From an optimization exercise on the open Yosys and OpenROAD flow, aimed at small area; shortcuts taken in it are not production practice.
Where RTL was checked, it was by simulation tests only, not by an equivalence proof against the original.

==> inputs of yarrow <==
Design sidTop, start of the top module:
module sidTop (
  input  logic            clk,
  input  logic            arstN,
  input  logic            clkEn,         
  input  logic            we,
  input  sidPkg::regAddrT addr,
  input  sidPkg::regDataT dataW,
  output sidPkg::regDataT dataR,
  output sidPkg::sampleT  audioOut
);
export LEC_CHECK = 0
export CAP_MARGIN = 20
export CORE_MARGIN = 2
export CORE_UTILIZATION = 60
export CTS_BUF_LIST = sky130_fd_sc_hd__clkbuf_4
export GPL_TIMING_DRIVEN = 0
export SLEW_MARGIN = 20
create_clock -name core_clock -period 9.0 [get_ports {clk}]
standard.sh (not shown) runs the stock make flow with config.mk's settings and CLKGATE_MAP_FILE= SYNTH_SCRIPT=/design/flow/synth_recipe.tcl, a recipe that flattens the netlist after the stock synthesis.
==> flow/flow/run.sh <==
#!/bin/bash
# Own layout flow:
#  1. the standard synthesis (standard.sh), unchanged;
#  2. its combinational logic re-mapped for area with ABC (flow/remap.ys);
#     registers, full adders and tie cells are kept as they are;
#  3. a polarity clean-up (flow/faflip.py): full adders and simple gates
#     built in whichever polarity leaves the fewest inverters; then steps 2
#     and 3 once more;
#  4. the standard layout from floorplan on, with clock tree synthesis told
#     not to add dummy loads.
set -euo pipefail
R=$PWD/orfs/results/$FLOW_PLATFORM/sidTop/base
LIB=$FLOW_HOME/platforms/$FLOW_PLATFORM/lib/sky130_fd_sc_hd__tt_025C_1v80.lib
YOSYS=$FLOW_HOME/../tools/install/yosys/bin/yosys
[[ -x $YOSYS ]] || YOSYS=yosys
PERIOD_PS=$(python3 -c "print(int(round(float('$FLOW_PERIOD_NS') * 1000)))")

bash standard.sh "$R/1_2_yosys.v" > synth.log 2>&1
cp "$R/1_2_yosys.v" "$R/1_2_yosys_std.v"

printf 'set_driving_cell sky130_fd_sc_hd__buf_1\nset_load 5\n' > remap.constr
KEEP=$(grep -oE "sky130_fd_sc_hd__(df|fa_|conb|edf|sdf|dl)[A-Za-z0-9_]*" "$R/1_2_yosys_std.v" | sort -u | tr '\n' ' ')
# the platform's don't-use cells (low-power and probe cells) stay out of the mapping
DONTUSE=$(grep -oE 'cell \("?sky130_fd_sc_hd__(lpflow|probe)[A-Za-z0-9_]*' "$LIB" | sed -E 's/cell \("?/-dont_use /' | sort -u | tr '\n' ' ')
sed -e "s|{LIB}|$LIB|g" -e "s|{DONTUSE}|$DONTUSE|" -e "s|{KEEP}|$KEEP|" -e "s|{IN}|$R/1_2_yosys_std.v|" \
    -e "s|{TOP}|$FLOW_TOP|" -e "s|{SCRIPT}|$PWD/flow/area.abc|" -e "s|{CONSTR}|$PWD/remap.constr|" \
    -e "s|{PERIOD_PS}|$PERIOD_PS|" -e "s|{OUT}|$R/1_2_yosys_remap.v|" -e "s|{STAT}|$PWD/remap_stat.txt|" \
    flow/remap.ys > remap.ys
$YOSYS -q -l remap.log -s remap.ys > remap.out 2>&1

python3 flow/faflip.py "$LIB" "$R/1_2_yosys_remap.v" "$R/1_2_yosys_flip.v" > faflip.log 2>&1

# a second round: ABC again around the re-polarised adders, then the clean-up
sed -e "s|{LIB}|$LIB|g" -e "s|{DONTUSE}|$DONTUSE|" -e "s|{KEEP}|$KEEP|" -e "s|{IN}|$R/1_2_yosys_flip.v|" \
    -e "s|{TOP}|$FLOW_TOP|" -e "s|{SCRIPT}|$PWD/flow/area.abc|" -e "s|{CONSTR}|$PWD/remap.constr|" \
    -e "s|{PERIOD_PS}|$PERIOD_PS|" -e "s|{OUT}|$R/1_2_yosys_remap2.v|" -e "s|{STAT}|$PWD/remap2_stat.txt|" \
    flow/remap.ys > remap2.ys
$YOSYS -q -l remap2.log -s remap2.ys > remap2.out 2>&1
python3 flow/faflip.py "$LIB" "$R/1_2_yosys_remap2.v" "$R/1_2_yosys_flip2.v" > faflip2.log 2>&1
cp "$R/1_2_yosys_flip2.v" "$R/1_2_yosys.v"

CTS="-sink_clustering_enable -repair_clock_nets -dont_use_dummy_load -buf_list sky130_fd_sc_hd__clkbuf_8 -sink_clustering_size 18 -sink_clustering_max_diameter 55"
bash standard.sh "CTS_ARGS=$CTS" finish > layout.log 2>&1
Other scripts of this flow, unchanged in this note and not shown: flow/flow/area.abc, flow/flow/faflip.py, flow/flow/libinfo.py, flow/flow/remap.ys
==> zinc: changes against yarrow <==
--- a/flow/design.v
+++ b/flow/design.v
@@ -933,16 +933,17 @@
   logic q56;
   logic q57;
   logic q58;
   logic q59;
   logic q60;
   logic q61;
   logic [19:0] sclA, sclB;
   logic [19:0] scl;
+  logic [12:0] sclC;
   assign m0 = (wave[0][0] & env[0][0]) ^ (wave[1][0] & env[1][0]) ^ (wave[2][0] & env2g[0]);
   assign m1 = ((wave[0][0] & env[0][0]) & (wave[1][0] & env[1][0])) | ((wave[0][0] & env[0][0]) & (wave[2][0] & env2g[0])) | ((wave[1][0] & env[1][0]) & (wave[2][0] & env2g[0]));
   assign m2 = (wave[0][0] & env[0][1]) ^ (wave[0][1] & env[0][0]) ^ (wave[1][0] & env[1][1]);
   assign m3 = ((wave[0][0] & env[0][1]) & (wave[0][1] & env[0][0])) | ((wave[0][0] & env[0][1]) & (wave[1][0] & env[1][1])) | ((wave[0][1] & env[0][0]) & (wave[1][0] & env[1][1]));
   assign m4 = (wave[1][1] & env[1][0]) ^ m2 ^ (wave[2][0] & env2g[1]);
   assign m5 = ((wave[1][1] & env[1][0]) & m2) | ((wave[1][1] & env[1][0]) & (wave[2][0] & env2g[1])) | (m2 & (wave[2][0] & env2g[1]));
   assign m6 = (wave[2][1] & env2g[0]) ^ m1 ^ m4;
   assign m7 = ((wave[2][1] & env2g[0]) & m1) | ((wave[2][1] & env2g[0]) & m4) | (m1 & m4);
@@ -1520,17 +1521,22 @@
   assign q56 = ~(clipDly[15] & volume[1]) ^ (clipDly[14] & volume[2]) ^ (clipDly[13] & volume[3]);
   assign q57 = (~(clipDly[15] & volume[1]) & (clipDly[14] & volume[2])) | (~(clipDly[15] & volume[1]) & (clipDly[13] & volume[3])) | ((clipDly[14] & volume[2]) & (clipDly[13] & volume[3]));
   assign q58 = q51 ^ q56 ^ q53;
   assign q59 = (q51 & q56) | (q51 & q53) | (q56 & q53);
   assign q60 = ~(clipDly[15] & volume[2]) ^ (clipDly[14] & volume[3]) ^ q57;
   assign q61 = (~(clipDly[15] & volume[2]) & (clipDly[14] & volume[3])) | (~(clipDly[15] & volume[2]) & q57) | ((clipDly[14] & volume[3]) & q57);
   assign sclA = {1'b1, ~(clipDly[15] & volume[3]), q60, q58, q54, q45, q41, q37, q33, q29, q25, q21, q17, q13, q9, q5, q4, q0, (clipDly[1] & volume[0]), (clipDly[0] & volume[0])};
   assign sclB = {1'b0, q61, q59, q55, 1'b0, q48, q44, q40, q36, q32, q28, q24, q20, q16, q12, q8, 1'b0, 1'b0, (clipDly[0] & volume[1]), 1'b0};
-  assign scl = sclA + sclB;
+  assign sclC[0] = 1'b0;
+  for (genvar k = 0; k < 12; k++) begin : gscl
+    assign scl[k] = sclA[k] ^ sclB[k] ^ sclC[k];
+    assign sclC[k+1] = (sclA[k] & sclB[k]) | (sclA[k] & sclC[k]) | (sclB[k] & sclC[k]);
+  end
+  assign scl[19:12] = sclA[19:12] + sclB[19:12] + {7'd0, sclC[12]};
   always_comb begin
     if (!sum[21] && (sum[20] || sum[19]))      clipped = 16'sh7fff;
     else if (sum[21] && !(sum[20] && sum[19])) clipped = -16'sh8000;
     else                                       clipped = sum[19:4];
   end
   always_ff @(posedge clk or negedge arstN) begin
     if (!arstN) begin
       clipReg  <= '0;
--- a/flow/flow/run.sh
+++ b/flow/flow/run.sh
@@ -34,10 +34,10 @@
 sed -e "s|{LIB}|$LIB|g" -e "s|{DONTUSE}|$DONTUSE|" -e "s|{KEEP}|$KEEP|" -e "s|{IN}|$R/1_2_yosys_flip.v|" \
     -e "s|{TOP}|$FLOW_TOP|" -e "s|{SCRIPT}|$PWD/flow/area.abc|" -e "s|{CONSTR}|$PWD/remap.constr|" \
     -e "s|{PERIOD_PS}|$PERIOD_PS|" -e "s|{OUT}|$R/1_2_yosys_remap2.v|" -e "s|{STAT}|$PWD/remap2_stat.txt|" \
     flow/remap.ys > remap2.ys
 $YOSYS -q -l remap2.log -s remap2.ys > remap2.out 2>&1
 python3 flow/faflip.py "$LIB" "$R/1_2_yosys_remap2.v" "$R/1_2_yosys_flip2.v" > faflip2.log 2>&1
 cp "$R/1_2_yosys_flip2.v" "$R/1_2_yosys.v"
 
-CTS="-sink_clustering_enable -repair_clock_nets -dont_use_dummy_load -buf_list sky130_fd_sc_hd__clkbuf_8 -sink_clustering_size 18 -sink_clustering_max_diameter 55"
+CTS="-sink_clustering_enable -repair_clock_nets -dont_use_dummy_load -buf_list sky130_fd_sc_hd__clkbuf_8 -sink_clustering_size 16 -sink_clustering_max_diameter 50"
 bash standard.sh "CTS_ARGS=$CTS" finish > layout.log 2>&1
==> results.txt <==
* Tcrit/Tclk final at 0.9619
* Status: finished clean
* RePlAce Congestion at 0.9315
* Core area at 0.04432 sq mm
* Fill count at between 3000 and 4000
* Met3 WL at about 5.7 mm
* Fin area at about 0.029 sq mm
* Reg2reg start: genVoice[0].iEnv.env[0]$_DFFE_PN0P_
the above is filed under yarrow

==> results.txt <==
* Core area at around 0.045 sq mm
* Status: finished clean
* Fill count at 3708
* Tcrit/Tclk final at 0.9723
* RePlAce Congestion at approximately 0.95
* Reg2reg start: genVoice[0].iEnv.env[2]$_DFFE_PN0P_
* RSZ-0062 raised after global routing: yes
* Fin area at approximately 0.030 sq mm
the above is filed under zinc

Only the layout flow was run in zinc; the RTL was not checked for function there.

[what the ideal ports hide]
In the flow no input, the clock included, has a driving cell. The finished layouts below were timed again as built, in two steps. Step 1, drivers: a clkbuf_16 drives clk and a buf_2 each remaining input, both assumed. Step 2 times the ports against the registers' clock, not the clock port: input delays grow and output delays shrink by t, the midpoint of the rising clock arrivals with the driver on. Slacks: no drivers / after step 1 / after step 2; pairs: no drivers / after step 1.
run | shift t [ns] | setup WS [ns] | worst hold slack (ns) | worst setup path at the end | latest minus earliest clock arrival (ns)
yarrow | 0.669 | 0.343 / 0.348 / -0.321 | 0.318 / 0.318 / 0.318 | input to register | 0.128 / 0.128
zinc | 0.662 | 0.249 / 0.241 / -0.421 | 0.322 / 0.322 / 0.322 | input to register | 0.151 / 0.151
Met with ideal ports but missed after step 2: setup timing in yarrow and zinc. The setup slack of zinc, which loses most, moves by -0.008 ns with the drivers and by -0.670 ns with both steps.
